This is an optimization exercise on Yosys and OpenROAD, whose aim is small area, not a production implementation. The RTL was checked by simulation tests, not by an equivalence proof against the original design. Power is estimated from default activity; no workload was simulated.

==> flow/design.v <==
package syncPkg;
    localparam int dacWidth = 16;
    localparam int scaleShift = 8;
    localparam int unlockCount = 20;
    typedef logic signed [dacWidth-1:0] dacValue_t;
    typedef logic signed [dacWidth+scaleShift-1:0] dacScaled_t;
    typedef logic signed [23:0] phaseError_t;
    typedef enum logic [2:0] {
        initialize,
        awaitHwPps,
        awaitLateHwPps,
        computeAction,
        awaitMultiply,
        awaitAccumulate,
        applyDelta,
        awaitDacIdle
    } pllState_t;
endpackage
module rcAdd #(
    parameter int W = 8
) (
    input  logic [W-1:0] a,
    input  logic [W-1:0] b,
    input  logic cin,
    output logic [W-1:0] sum,
    output logic cout
);
    logic [W:0] carry;
    assign carry[0] = cin;
    for (genvar i = 0; i < W; i++) begin : g_bit
        assign sum[i] = a[i] ^ b[i] ^ carry[i];
        assign carry[i+1] = (a[i] & b[i]) | (carry[i] & (a[i] ^ b[i]));
    end
    assign cout = carry[W];
endmodule
module rcInc #(
    parameter int W = 8
) (
    input  logic [W-1:0] a,
    input  logic cin,
    output logic [W-1:0] sum
);
    logic [W:0] carry;
    assign carry[0] = cin;
    for (genvar i = 0; i < W; i++) begin : g_bit
        assign sum[i] = a[i] ^ carry[i];
        assign carry[i+1] = a[i] & carry[i];
    end
endmodule
package csrPkg;
    typedef struct packed {
        logic pllEnable;
        logic pllDisable;
        logic dacLoad;
        logic [12:0] reserved;
        logic signed [15:0] dacValue;
    } csrCommand_t;
    typedef struct packed {
        logic locked;
        logic enabled;
        logic hwPpsValid;
        logic primaryValid;
        logic secondaryValid;
        logic [2:0] pllState;
        logic signed [23:0] phaseError;
    } syncStatus_t;
endpackage
`timescale 1ns/100ps
module ppsQualifier #(
    parameter int clkRate = 100_000_000,
    parameter int debounceTicks = 200,
    parameter int toleranceTicks = 20_000
) (
    input  logic clk,
    input  logic rstN,
    input  logic ppsAsync,
    output logic ppsStrobe,
    output logic ppsValid
);
    localparam int fastReload = clkRate - toleranceTicks - 1;
    localparam int slowReload = clkRate + toleranceTicks;
    localparam int fastBit = $clog2(slowReload - fastReload + 1);
    localparam int fastSteps = (fastReload + 2 ** fastBit - 1) / (2 ** fastBit);
    localparam int windowOffset = fastSteps * (2 ** fastBit) - fastReload;
    localparam int slowLimit = slowReload + windowOffset;
    localparam int intervalWidth = $clog2(slowLimit + 1);
    localparam int debounceWidth = $clog2(debounceTicks + 1);
    localparam int debounceStart = 2 ** debounceWidth - 1 - debounceTicks;
    logic ppsMeta;
    logic ppsSync;
    logic [debounceWidth-1:0] debounceCount;
    logic [debounceWidth-1:0] debounceNext;
    logic [intervalWidth-1:0] intervalCount;
    logic [intervalWidth-1:0] intervalNext;
    logic debounceDone;
    logic tooFast;
    logic tooSlow;
    logic accept;
    assign debounceDone = &debounceCount;
    assign tooFast = (intervalCount[intervalWidth-1:fastBit] != (intervalWidth - fastBit)'(fastSteps));
    assign tooSlow = (intervalCount == intervalWidth'(slowLimit));
    assign accept = ppsSync && debounceDone;
    rcInc #(.W(debounceWidth)) u_debounceInc (
        .a(debounceCount),
        .cin(!debounceDone),
        .sum(debounceNext)
    );
    rcInc #(.W(intervalWidth)) u_intervalInc (
        .a(intervalCount),
        .cin(!tooSlow),
        .sum(intervalNext)
    );
    always_ff @(posedge clk or negedge rstN) begin
        if (!rstN) begin
            ppsMeta <= 1'b0;
            ppsSync <= 1'b0;
            debounceCount <= debounceWidth'(debounceStart);
            intervalCount <= intervalWidth'(slowLimit);
            ppsStrobe <= 1'b0;
            ppsValid <= 1'b0;
        end else begin
            ppsMeta <= ppsAsync;
            ppsSync <= ppsMeta;
            ppsStrobe <= accept && !tooFast && !tooSlow;
            if (ppsSync) begin
                debounceCount <= debounceWidth'(debounceStart);
            end else begin
                debounceCount <= debounceNext;
            end
            if (accept) begin
                ppsValid <= !tooFast && !tooSlow;
                intervalCount <= intervalWidth'(windowOffset);
            end else begin
                if (tooSlow) begin
                    ppsValid <= 1'b0;
                end
                intervalCount <= intervalNext;
            end
        end
    end
endmodule
`timescale 1ns/100ps
module localPpsGen #(
    parameter int clkRate = 100_000_000
) (
    input  logic clk,
    input  logic rstN,
    input  logic hwStrobe,
    input  logic followHw,
    output logic ppsStrobe
);
    localparam int countWidth = $clog2(clkRate);
    localparam int countTop = 2 ** countWidth - 1;
    localparam int freeReload = countTop - (clkRate - 1);
    localparam int followReload = countTop - (clkRate - 2);
    logic [countWidth-1:0] count;
    logic [countWidth-1:0] countNext;
    logic countDone;
    logic fire;
    assign countDone = &count;
    assign fire = followHw ? hwStrobe : countDone;
    rcInc #(.W(countWidth)) u_countInc (
        .a(count),
        .cin(!countDone),
        .sum(countNext)
    );
    always_ff @(posedge clk or negedge rstN) begin
        if (!rstN) begin
            count <= countWidth'(freeReload);
            ppsStrobe <= 1'b0;
        end else begin
            ppsStrobe <= fire;
            if (fire) begin
                count <= followHw ? countWidth'(followReload) : countWidth'(freeReload);
            end else begin
                count <= countNext;
            end
        end
    end
endmodule
`timescale 1ns/100ps
module csrRegs (
    input  logic clk,
    input  logic rstN,
    input  logic csrStrobe,
    input  csrPkg::csrCommand_t command,
    output logic pllEnable,
    output logic dacLoad,
    output syncPkg::dacValue_t dacLoadValue
);
    always_ff @(posedge clk or negedge rstN) begin
        if (!rstN) begin
            pllEnable <= 1'b0;
            dacLoad <= 1'b0;
        end else begin
            dacLoad <= csrStrobe && command.dacLoad;
            if (csrStrobe) begin
                if (command.pllDisable) begin
                    pllEnable <= 1'b0;
                end else if (command.pllEnable) begin
                    pllEnable <= 1'b1;
                end
            end
        end
    end
    assign dacLoadValue = command.dacValue;
endmodule
`timescale 1ns/100ps
import syncPkg::*;
module pllController #(
    parameter int detectRange = 3_000,
    parameter int dacCountsPerHz = 35
) (
    input  logic clk,
    input  logic rstN,
    input  logic pllEnable,
    input  logic dacLoad,
    input  logic hwPpsValid,
    input  logic hwStrobe,
    input  logic ppsStrobe,
    input  logic dacBusy,
    input  syncPkg::dacValue_t dacLoadValue,
    output logic followHw,
    output logic locked,
    output logic dacStrobe,
    output syncPkg::dacValue_t dacValue,
    output syncPkg::phaseError_t phaseError,
    output syncPkg::pllState_t pllState
);
    localparam int gateWidth = $clog2(detectRange + 1);
    localparam int unlockWidth = $clog2(unlockCount + 1);
    localparam int unlockStart = 2 ** unlockWidth - 1 - unlockCount;
    localparam int errWidth = gateWidth + 1;
    localparam int stepWidth = errWidth + 1;
    localparam int fastKpShift = scaleShift - 1;
    localparam int fastKiShift = scaleShift - 2;
    localparam int slowKpShift = scaleShift - 4;
    localparam int slowKiShift = scaleShift - 8;
    localparam int slowStep = slowKpShift - slowKiShift;
    localparam int fastStep = fastKpShift - fastKiShift;
    localparam int baseWidth = stepWidth + slowStep;
    localparam int triWidth = baseWidth + 2;
    localparam int mulWidth = baseWidth + 5;
    localparam int sumWidth = 27;
    localparam int lowWidth = scaleShift;
    localparam int highWidth = sumWidth - lowWidth;
    localparam int triBase = baseWidth - gateWidth - 1;
    localparam int triTop = triBase + triWidth - dacWidth - 2;
    logic [gateWidth-1:0] gateCount;
    logic [gateWidth-1:0] gateNext;
    logic [errWidth-1:0] gateNeg;
    logic [unlockWidth-1:0] unlockCounter;
    logic [unlockWidth-1:0] unlockNext;
    logic earlyOverflow;
    logic lateOverflow;
    logic signed [errWidth-1:0] phaseErr;
    logic signed [errWidth-1:0] phaseErrOld;
    syncPkg::dacScaled_t dacScaled;
    logic running;
    assign earlyOverflow = (gateCount == gateWidth'(detectRange - 1));
    assign lateOverflow = (gateCount == gateWidth'(detectRange));
    assign locked = &unlockCounter;
    assign followHw = (pllState == initialize);
    assign dacValue = dacScaled[scaleShift +: dacWidth];
    assign phaseError = 24'(phaseErr);
    assign running = pllEnable && hwPpsValid;
    rcInc #(.W(gateWidth)) u_gateInc (.a(gateCount), .cin(1'b1), .sum(gateNext));
    assign gateNeg = ~{1'b0, gateCount};
    rcInc #(.W(unlockWidth)) u_unlockInc (.a(unlockCounter), .cin(1'b1), .sum(unlockNext));
    logic signed [stepWidth-1:0] errorStep;
    logic [baseWidth-1:0] stepShifted;
    logic [baseWidth-1:0] baseNow;
    logic signed [baseWidth-1:0] base;
    logic [triWidth-1:0] triNow;
    syncPkg::dacValue_t loadHold;
    logic signed [triWidth-1:0] tri3;
    logic signed [mulWidth-1:0] mul;
    logic signed [dacWidth-1:0] dacHigh;
    logic [lowWidth-1:0] mulLow;
    logic [lowWidth-1:0] sumLow;
    logic sumLowCarry;
    logic [highWidth-1:0] mulHigh;
    logic [highWidth-1:0] sumHigh;
    logic [sumWidth-1:0] nextScaled;
    logic overMax;
    logic underMin;
    logic [stepWidth-1:0] stepA;
    logic [stepWidth-1:0] stepB;
    logic [baseWidth-2:0] baseA;
    logic [baseWidth-2:0] baseB;
    logic [triWidth-2:0] triA;
    logic [triWidth-2:0] triB;
    logic [mulWidth-6:0] mulA;
    logic [mulWidth-6:0] mulB;
    logic [highWidth-1:0] highA;
    assign stepA = stepWidth'(phaseErr);
    assign stepB = ~(stepWidth'(phaseErrOld));
    rcAdd #(.W(stepWidth)) u_step (
        .a(stepA),
        .b(stepB),
        .cin(1'b1),
        .sum(errorStep),
        .cout()
    );
    assign stepShifted = locked ? (baseWidth'(errorStep) << slowStep)
                                : (baseWidth'(errorStep) << fastStep);
    assign baseA = stepShifted[baseWidth-1:1];
    assign baseB = (baseWidth - 1)'(baseWidth'(phaseErr) >> 1);
    rcAdd #(.W(baseWidth - 1)) u_base (
        .a(baseA),
        .b(baseB),
        .cin(1'b0),
        .sum(baseNow[baseWidth-1:1]),
        .cout()
    );
    assign baseNow[0] = phaseErr[0];
    assign base = {phaseErrOld[baseWidth-gateWidth-2:0], gateCount, phaseErr[0]};
    assign triA = (triWidth - 1)'(triWidth'(base) >> 1);
    assign triB = (triWidth - 1)'(base);
    rcAdd #(.W(triWidth - 1)) u_tri (
        .a(triA),
        .b(triB),
        .cin(1'b0),
        .sum(triNow[triWidth-1:1]),
        .cout()
    );
    assign triNow[0] = base[0];
    assign tri3 = {phaseErrOld[triTop:triBase], loadHold, phaseErr[0]};
    assign mulA = (mulWidth - 5)'(mulWidth'(tri3) >> 5);
    assign mulB = (mulWidth - 5)'(base);
    rcAdd #(.W(mulWidth - 5)) u_mul (
        .a(mulA),
        .b(mulB),
        .cin(1'b0),
        .sum(mul[mulWidth-1:5]),
        .cout()
    );
    assign mul[4:0] = tri3[4:0];
    assign mulLow = locked ? mul[lowWidth-1:0] : (lowWidth'(mul) << fastKiShift);
    assign mulHigh = locked ? highWidth'(sumWidth'(mul) >> lowWidth)
                            : highWidth'(mul >> (lowWidth - fastKiShift));
    rcAdd #(.W(lowWidth)) u_sumLow (
        .a(dacScaled[lowWidth-1:0]),
        .b(mulLow),
        .cin(1'b0),
        .sum(sumLow),
        .cout(sumLowCarry)
    );
    assign dacHigh = dacScaled[23:lowWidth];
    assign highA = highWidth'(dacHigh);
    rcAdd #(.W(highWidth)) u_sumHigh (
        .a(highA),
        .b({phaseErrOld, gateCount[highWidth-errWidth:1]}),
        .cin(gateCount[0]),
        .sum(sumHigh),
        .cout()
    );
    assign nextScaled = {sumHigh, dacScaled[lowWidth-1:0]};
    assign overMax = !nextScaled[sumWidth-1] &&
        ((|nextScaled[sumWidth-2:23]) ||
         ((&nextScaled[22:scaleShift]) && (|nextScaled[scaleShift-1:0])));
    assign underMin = nextScaled[sumWidth-1] && !(&nextScaled[sumWidth-2:23]);
    always_ff @(posedge clk) begin
        if (pllState == awaitMultiply) begin
            loadHold <= triNow[dacWidth:1];
        end else begin
            loadHold <= dacLoadValue;
        end
    end
    always_ff @(posedge clk) begin
        case (pllState)
            awaitHwPps: begin
                if (ppsStrobe) begin
                    gateCount <= '0;
                end else if (earlyOverflow && hwStrobe) begin
                    gateCount <= gateWidth'(1);
                end else if (!earlyOverflow) begin
                    gateCount <= gateNext;
                end
            end
            awaitLateHwPps: begin
                gateCount <= gateNext;
            end
            computeAction: begin
                gateCount <= baseNow[gateWidth:1];
            end
            awaitMultiply: begin
            end
            awaitAccumulate: begin
                gateCount[highWidth-errWidth:0] <= {mulHigh[highWidth-errWidth-1:0], sumLowCarry};
            end
            default: begin
                gateCount <= gateWidth'(detectRange - 1);
            end
        endcase
        case (pllState)
            initialize: begin
                phaseErrOld <= '0;
            end
            computeAction: begin
                phaseErrOld[triBase-1:0] <= baseNow[baseWidth-1:gateWidth+1];
            end
            awaitMultiply: begin
                phaseErrOld[triTop:triBase] <= triNow[triWidth-1:dacWidth+1];
            end
            awaitAccumulate: begin
                phaseErrOld <= mulHigh[highWidth-1:highWidth-errWidth];
            end
            applyDelta: begin
                phaseErrOld <= phaseErr;
            end
            default: begin
            end
        endcase
    end
    always_ff @(posedge clk or negedge rstN) begin
        if (!rstN) begin
            pllState <= initialize;
            phaseErr <= '0;
            unlockCounter <= unlockWidth'(unlockStart);
            dacScaled <= '0;
            dacStrobe <= 1'b0;
        end else begin
            dacStrobe <= 1'b0;
            case (pllState)
                initialize: begin
                    phaseErr <= '0;
                    unlockCounter <= unlockWidth'(unlockStart);
                    if (running && hwStrobe) begin
                        pllState <= awaitHwPps;
                    end else if (dacLoad) begin
                        dacScaled <= {loadHold, {scaleShift{1'b0}}};
                        dacStrobe <= 1'b1;
                    end
                end
                awaitHwPps: begin
                    if (!running) begin
                        pllState <= initialize;
                    end else if (hwStrobe) begin
                        if (ppsStrobe) begin
                            phaseErr <= '0;
                            pllState <= computeAction;
                        end else if (!earlyOverflow) begin
                            phaseErr <= gateNeg;
                            pllState <= computeAction;
                        end else begin
                            pllState <= awaitLateHwPps;
                        end
                    end
                end
                awaitLateHwPps: begin
                    if (!running) begin
                        pllState <= initialize;
                    end else if (ppsStrobe) begin
                        phaseErr <= errWidth'(gateCount);
                        pllState <= computeAction;
                    end else if (lateOverflow) begin
                        pllState <= initialize;
                    end
                end
                computeAction: begin
                    pllState <= awaitMultiply;
                end
                awaitMultiply: begin
                    pllState <= awaitAccumulate;
                end
                awaitAccumulate: begin
                    dacScaled[lowWidth-1:0] <= sumLow;
                    pllState <= applyDelta;
                end
                applyDelta: begin
                    if (overMax) begin
                        dacScaled <= {1'b0, {(dacWidth - 1){1'b1}}, {scaleShift{1'b0}}};
                    end else if (underMin) begin
                        dacScaled <= {1'b1, {(dacWidth - 1){1'b0}}, {scaleShift{1'b0}}};
                    end else begin
                        dacScaled <= nextScaled[23:0];
                    end
                    if (!locked) begin
                        unlockCounter <= unlockNext;
                    end
                    dacStrobe <= 1'b1;
                    pllState <= awaitDacIdle;
                end
                awaitDacIdle: begin
                    if (!dacStrobe && !dacBusy) begin
                        pllState <= awaitHwPps;
                    end
                end
                default: begin
                    pllState <= initialize;
                end
            endcase
        end
    end
endmodule
`timescale 1ns/100ps
import syncPkg::*;
module dacSpiWriter #(
    parameter int spiHalfTicks = 2
) (
    input  logic clk,
    input  logic rstN,
    input  logic dacStrobe,
    input  logic offsetBinary,
    input  syncPkg::dacValue_t dacValue,
    output logic SPI_CLK,
    output logic SPI_SYNCn,
    output logic SPI_SDI,
    output logic dacBusy
);
    localparam int frameWidth = 24;
    localparam int padWidth = frameWidth - dacWidth;
    localparam int halfWidth = $clog2(spiHalfTicks + 2);
    localparam int bitWidth = $clog2(frameWidth + 1);
    localparam int halfTop = 2 ** halfWidth - 1;
    localparam int bitTop = 2 ** bitWidth - 1;
    logic transfer;
    logic [halfWidth-1:0] halfCount;
    logic [bitWidth-1:0] bitCount;
    syncPkg::dacValue_t shiftReg;
    logic halfDone;
    logic dataPhase;
    assign halfDone = &halfCount;
    assign transfer = !SPI_SYNCn;
    assign dataPhase = SPI_CLK ? (bitCount >= bitWidth'(bitTop - dacWidth))
                               : (bitCount > bitWidth'(bitTop - dacWidth));
    assign SPI_SDI = transfer && dataPhase && shiftReg[dacWidth-1];
    always_ff @(posedge clk) begin
        if (!dacBusy || halfDone) begin
            halfCount <= halfWidth'(halfTop - spiHalfTicks);
        end else begin
            halfCount <= halfCount + 1'b1;
        end
        if (!dacBusy) begin
            bitCount <= bitWidth'(bitTop - frameWidth);
            shiftReg <= dacValue ^ {offsetBinary, {(dacWidth - 1){1'b0}}};
        end else if (transfer && halfDone) begin
            if (SPI_CLK) begin
                bitCount <= bitCount + 1'b1;
            end else if (bitCount > bitWidth'(bitTop - dacWidth)) begin
                shiftReg <= shiftReg << 1;
            end
        end
    end
    always_ff @(posedge clk or negedge rstN) begin
        if (!rstN) begin
            SPI_CLK <= 1'b1;
            SPI_SYNCn <= 1'b1;
            dacBusy <= 1'b0;
        end else begin
            if (!dacBusy) begin
                if (dacStrobe) begin
                    dacBusy <= 1'b1;
                    SPI_SYNCn <= 1'b0;
                end
            end else if (transfer) begin
                if (halfDone) begin
                    if (SPI_CLK) begin
                        if (&bitCount) begin
                            SPI_SYNCn <= 1'b1;
                        end else begin
                            SPI_CLK <= 1'b0;
                        end
                    end else begin
                        SPI_CLK <= 1'b1;
                    end
                end
            end else if (halfDone) begin
                dacBusy <= 1'b0;
            end
        end
    end
endmodule
`timescale 1ns/100ps
import syncPkg::*;
module clockSyncTop #(
    parameter int clkRate = 50_000,
    parameter int debounceTicks = 200,
    parameter int toleranceTicks = 1_000,
    parameter int detectRange = 3_000,
    parameter int dacCountsPerHz = 35,
    parameter int spiHalfTicks = 2
) (
    input  logic clk,
    input  logic rstN,
    input  logic csrStrobe,
    input  logic ppsPrimary,
    input  logic ppsSecondary,
    input  logic offsetBinary,
    input  csrPkg::csrCommand_t command,
    output csrPkg::syncStatus_t status,
    output syncPkg::dacValue_t dacReadback,
    output logic ppsStrobe,
    output logic SPI_CLK,
    output logic SPI_SYNCn,
    output logic SPI_SDI
);
    logic primaryStrobe;
    logic primaryValid;
    logic secondaryStrobe;
    logic secondaryValid;
    logic hwStrobe;
    logic hwPpsValid;
    logic pllEnable;
    logic dacLoad;
    syncPkg::dacValue_t dacLoadValue;
    logic followHw;
    logic locked;
    logic dacStrobe;
    logic dacBusy;
    syncPkg::dacValue_t dacValue;
    syncPkg::phaseError_t phaseError;
    syncPkg::pllState_t pllState;
    ppsQualifier #(
        .clkRate(clkRate),
        .debounceTicks(debounceTicks),
        .toleranceTicks(toleranceTicks)
    ) u_primaryQualifier (
        .clk(clk),
        .rstN(rstN),
        .ppsAsync(ppsPrimary),
        .ppsStrobe(primaryStrobe),
        .ppsValid(primaryValid)
    );
    ppsQualifier #(
        .clkRate(clkRate),
        .debounceTicks(debounceTicks),
        .toleranceTicks(toleranceTicks)
    ) u_secondaryQualifier (
        .clk(clk),
        .rstN(rstN),
        .ppsAsync(ppsSecondary),
        .ppsStrobe(secondaryStrobe),
        .ppsValid(secondaryValid)
    );
    assign hwStrobe = primaryValid ? primaryStrobe : secondaryStrobe;
    always_ff @(posedge clk or negedge rstN) begin
        if (!rstN) begin
            hwPpsValid <= 1'b0;
        end else begin
            hwPpsValid <= primaryValid || secondaryValid;
        end
    end
    localPpsGen #(
        .clkRate(clkRate)
    ) u_localPpsGen (
        .clk(clk),
        .rstN(rstN),
        .hwStrobe(hwStrobe),
        .followHw(followHw),
        .ppsStrobe(ppsStrobe)
    );
    csrRegs u_csrRegs (
        .clk(clk),
        .rstN(rstN),
        .csrStrobe(csrStrobe),
        .command(command),
        .pllEnable(pllEnable),
        .dacLoad(dacLoad),
        .dacLoadValue(dacLoadValue)
    );
    pllController #(
        .detectRange(detectRange),
        .dacCountsPerHz(dacCountsPerHz)
    ) u_pllController (
        .clk(clk),
        .rstN(rstN),
        .pllEnable(pllEnable),
        .dacLoad(dacLoad),
        .hwPpsValid(hwPpsValid),
        .hwStrobe(hwStrobe),
        .ppsStrobe(ppsStrobe),
        .dacBusy(dacBusy),
        .dacLoadValue(dacLoadValue),
        .followHw(followHw),
        .locked(locked),
        .dacStrobe(dacStrobe),
        .dacValue(dacValue),
        .phaseError(phaseError),
        .pllState(pllState)
    );
    dacSpiWriter #(
        .spiHalfTicks(spiHalfTicks)
    ) u_dacSpiWriter (
        .clk(clk),
        .rstN(rstN),
        .dacStrobe(dacStrobe),
        .offsetBinary(offsetBinary),
        .dacValue(dacValue),
        .SPI_CLK(SPI_CLK),
        .SPI_SYNCn(SPI_SYNCn),
        .SPI_SDI(SPI_SDI),
        .dacBusy(dacBusy)
    );
    assign dacReadback = dacValue;
    always_comb begin
        status.locked = locked;
        status.enabled = pllEnable;
        status.hwPpsValid = hwPpsValid;
        status.primaryValid = primaryValid;
        status.secondaryValid = secondaryValid;
        status.pllState = pllState;
        status.phaseError = phaseError;
    end
endmodule
==> flow/run.sh <==
#!/bin/bash
# synth_recipe.tcl (not shown) runs the flow's synth.tcl, then flattens the netlist and writes it again
# the make line also repeats each setting of config.mk as NAME=value (left out here)
make -C /OpenROAD-flow-scripts/flow DESIGN_CONFIG=/design/flow/config.mk WORK_HOME=/design/flow/orfs CLKGATE_MAP_FILE= SYNTH_SCRIPT=/design/flow/synth_recipe.tcl finish
==> flow/config.mk <==
export PLATFORM = sky130hd
export DESIGN_NAME = clockSyncTop
export DESIGN_NICKNAME = clockSyncTop
export VERILOG_FILES = /design/flow/design.v
export SDC_FILE = /design/flow/constraint.sdc
export NUM_CORES = 4
export LEC_CHECK = 0
export CAP_MARGIN = 20
export CORE_MARGIN = 2
export CORE_UTILIZATION = 40
export PLACE_DENSITY = 0.6
export SLEW_MARGIN = 20
==> flow/constraint.sdc <==
create_clock -name core_clock -period 10.0 [get_ports {clk}]
set_input_delay 2.0000 -clock core_clock [delete_from_list [all_inputs] [get_ports {clk}]]
set_output_delay 2.0000 -clock core_clock [all_outputs]
set_load 0.01 [all_outputs]
==> impl_metrics.py <==
metrics = {
    "detailed_routing": {
        "drc": 0,
        "wl_per_cell_um": 18.1,
        "first_pass_iters": 5,
        "viasPerCell": 5.19,
        "wl_mm": 26.8,
        "ant_nets": 0,
        "via_count": 7690,
        "initialDrtViolationCount": 420,
    },
    "die": {
        "start_util_pct": 40.5,
        "chipHeight_um": 174,
        "pin_count": 90,
        "rows": 62,
        "core-area_um2": 28600,
        "die_area_um2": 30400,
        "die_w_um": 174,
    },
    "cts": {
        "tritoncts": "yes",
        "cts_num_sinks": 189,
        "cts_resized": 0,
        "numCtsBuffers": 17,
        "postCtsSetupRepairBufs": 0,
        "cts_max_level": 4,
        "hold_buffers": 0,
        "clk_pin_slew_worst_paths_ns": 0.08,
        "clockRootBuffer": "clkbuf_16",
        "clkLatencyLatePin_ns": 0.44,
        "clk_path_buf_depth": 2,
    },
    "critical_path": {
        "crit_slowest_cell": "edfxtp_1",
        "worstSetupPathType": "flop to flop",
        "worst_r2r_path_depth": 26,
        "endpoint_kind": "flop",
        "critPathMostFrequentCell": "fa_1",
        "cpLargestDelayFamily": "adder cells",
        "cp_num_buf_inv": 3,
        "required_ns": 10.38,
        "critPathArrivalTime_ns": 9.58,
        "slowest_delay_ns": 0.58,
        "regToRegEndpoint": "u_pllController.dacScaled[11]",
        "path_max_fanout": 12,
        "critPathLaunchType": "flop",
        "reg2reg_from": "u_pllController.gateCount[1]",
        "r2r_slack_ns": 0.79,
    },
    "global_routing": {
        "grt_pass1_wl_mm": 43.8,
        "grt_max_degree": 68,
        "antenna_found_initial": 0,
        "overflow": 0,
        "grt_pass1_vias": 7930,
        "grt_use_total_pct": 18.5,
    },
    "synthesis": {
        "synth_compound_area_share_pct": 10.1,
        "synth_top_family_by_area": "adder cells",
        "synth_ff_type": "dfrtp_1",
        "synth_area_um2": 11600,
        "synth_edf_count": 41,
        "synth_top_area_cell": "dfrtp_1",
        "ys_ff_latch": 189,
        "ys_types": 66,
        "synthAdderAreaFrac_pct": 24.2,
        "synth_area_leaders": "dfrtp_1 18%, fa_1 15%, edfxtp_1 11%, ha_1 9.5%, dfstp_2 9.1%",
        "avgSynthCellArea_um2": 11.0,
        "synth.area.mux_share_pct": 2.43,
        "yosysSeqAreaShare_pct": 42.0,
        "synth_fp_nets": 1266,
        "syn_inst": 1055,
        "synth_top_area_share_pct": 18.3,
        "ys_async_sr_fraction_pct": 66.1,
        "yosysWarnings": 6,
        "synth_xor_area_share_pct": 1.33,
        "yosys.area_share.simple_pct": 12.8,
    },
    "power": {
        "p_per_area_nw_per_um2": 149,
        "p_leak_nw": 5.69,
        "vdd_drop_max_mv": 0.107,
    },
    "layout": {
        "area_growth_syn_to_layout_pct": 13.2,
        "mostFrequentLayoutCells": "101 x inv_1, 93 x nand2_1, 88 x ha_1",
        "final_util_pct": 45.8,
        "drive_above_1_share_pct": 12.5,
        "diodes": 0,
        "final_nets": 1297,
        "final_common_cell": "inv_1",
    },
    "sta": {
        "grt_setup_unrepaired": "no",
        "finalCritPeriodShare_pct": 92.1,
        "hold_viol": 0,
        "tns_ns": 0,
        "fmax_ghz": 0.109,
        "tightest_slew_ns": 0.955,
        "min_period_ns": 9.21,
        "worst_slack_ns": 0.793,
        "setup_violations": 0,
        "maxSlewViolCount": 0,
        "finClkSkew_ns": 0.0167,
        "slew_headroom_pct": 36.2,
    },
    "min_path": {
        "hold_start": "u_primaryQualifier.ppsMeta",
        "hold-path-cell-count": 0,
        "hold_path.class": "flop to flop",
        "hold-path-endpoint": "u_primaryQualifier.ppsSync",
    },
    "place": {
        "portBuffers": 76,
        "place_hpwl_mm": 20.2,
        "gp_congestion": 0.893,
        "post-place-ws_ns": 0.805,
    },
    "flow_run": {
        "max_cap_viol_count": 0,
    },
    "run_status": {
        "outcome": "finished clean",
    },
}
==> metrics by stage <==
| step | hold slack (ns) | cell area [um2] | power, W | instances |
|---|---|---|---|---|
| after floorplan | 0.331 | 11600 | 0.00114 | 1055 |
| after global placement | 0.334 | 12500 | 0.00124 | 1451 |
| after detailed placement | 0.337 | 12500 | 0.00125 | 1451 |
| after CTS | 0.360 | 13100 | 0.00198 | 1483 |
| after global routing | 0.372 | 13100 | 0.00205 | 1483 |
| final | 0.360 | 13100 | 0.00195 | 1483 |
==> cells by family (layout without fill, tap and decap cells) <==
kind of cell,count (synthesis),in the layout
simple gates,293,293
flops,189,189
compound gates,179,179
buf+inv,179,223
fa+ha+maj,173,173
mux,26,26
xor+xnor,16,16
==> layer usage <==
metal	vias to the layer above	part of all wire [%]	track usage [%]
met5	-	0	0
met4	0	1.4	5.18
met3	30	4.6	3.52
met2	169	47	28.9
met1	3881	47	26.4
li1	3610	-	-
==> where the power goes <==
| part | leakage, nW | switching [W] | internal, W |
|---|---|---|---|
| Combinational | 3.26 | 0.000151 | 0.000138 |
| Sequential | 2.13 | 0.0000526 | 0.000890 |
| Clock | 0.303 | 0.000370 | 0.000350 |
==> synth_stat cells (3+ instances only) <==
library cell / instances
inv_1: 101
nand2_1: 93
ha_1: 88
dfrtp_1: 85
fa_1: 85
o21ai_0: 56
nor2_1: 54
a21oi_1: 42
edfxtp_1: 41
dfstp_2: 40
buf_4: 34
nor2b_1: 32
clkbuf_1: 31
dfxtp_1: 23
or2_2: 22
mux2_2: 17
and2_1: 14
nand3_1: 14
nand4_1: 14
o22a_1: 12
a211oi_1: 11
xnor2_1: 11
mux2i_1: 9
nand2b_1: 9
o2bb2ai_1: 9
a22oi_1: 7
nor3_1: 7
nor4_1: 7
a21oi_2: 6
buf_2: 6
o211ai_1: 5
a31oi_1: 4
and3b_1: 4
nand4b_1: 4
o2111ai_1: 4
o22ai_1: 4
xor2_1: 4
a221oi_1: 3
and3_1: 3
buf_1: 3
buf_6: 3
nand3b_1: 3
nor3b_1: 3
==> sequential cells by signal, indices dropped and copies added, names as in the netlist, 2 cells and up <==
signal,flops
u_pllController.phaseErr,13
u_pllController.loadHold,16
u_localPpsGen.count,16
u_pllController.gateCount,12
u_pllController.unlockCounter,5
u_dacSpiWriter.shiftReg,16
u_dacSpiWriter.bitCount,5
u_dacSpiWriter.halfCount,2
u_primaryQualifier.intervalCount,16
u_pllController.dacScaled,24
u_pllController.pllState,3
u_secondaryQualifier.debounceCount,8
u_pllController.phaseErrOld,13
u_primaryQualifier.debounceCount,8
u_secondaryQualifier.intervalCount,16
==> how the worst max path moves through the flow <==
stage / depth (start not counted) / start / to
3_5_place_dp: 26 / u_pllController.gateCount[1] / u_pllController.dacScaled[15]
6_report: 26 / u_pllController.gateCount[1] / u_pllController.dacScaled[11]
5_1_grt: 26 / u_pllController.gateCount[1] / u_pllController.dacScaled[11]
4_1_cts: 26 / u_pllController.gateCount[1] / u_pllController.dacScaled[15]
2_1_floorplan: 27 / u_pllController.gateCount[1] / u_pllController.dacScaled[11]
3_3_place_gp: 26 / u_pllController.gateCount[1] / u_pllController.dacScaled[9]
==> area by class of cell <==
cell class              count  area (um2)
flip-flops and latches    189        4870
repair buffers             89         856
clock inverters            15         204
clock buffers              17         425
fillers                  2666       15500
inverters                 102         383
well taps                 384         480
multi-input cells         687        5910

==> separate check: timing with driven ports <==
Ports are ideal in the flow. The routed layout listed here was re-timed in OpenROAD.
Step 1 (the two cells are an assumption about what drives the block):
set clk [get_ports {clk}]
set_driving_cell -lib_cell sky130_fd_sc_hd__clkbuf_16 $clk
set_driving_cell -lib_cell sky130_fd_sc_hd__buf_2 [delete_from_list [all_inputs] $clk]
Step 2 also shifts input and output timing later by t, the mid clock arrival at the registers, as if the neighbouring blocks saw the same clock.
Three values: ideal ports, drivers, drivers and shift; two values: the first two.
shift t [ns]: 0.482
slack for setup (ns): 0.793 / 0.793 / 0.793
hold WS [ns]: 0.360 / 0.360 / 0.360
worst data-port slew with drivers (ns): 0.04
pins driven straight from the clock port: 1
After both steps setup and hold are still met in this run. The setup slack of this run moves by 0.000 ns with the drivers and by 0.000 ns with both steps.
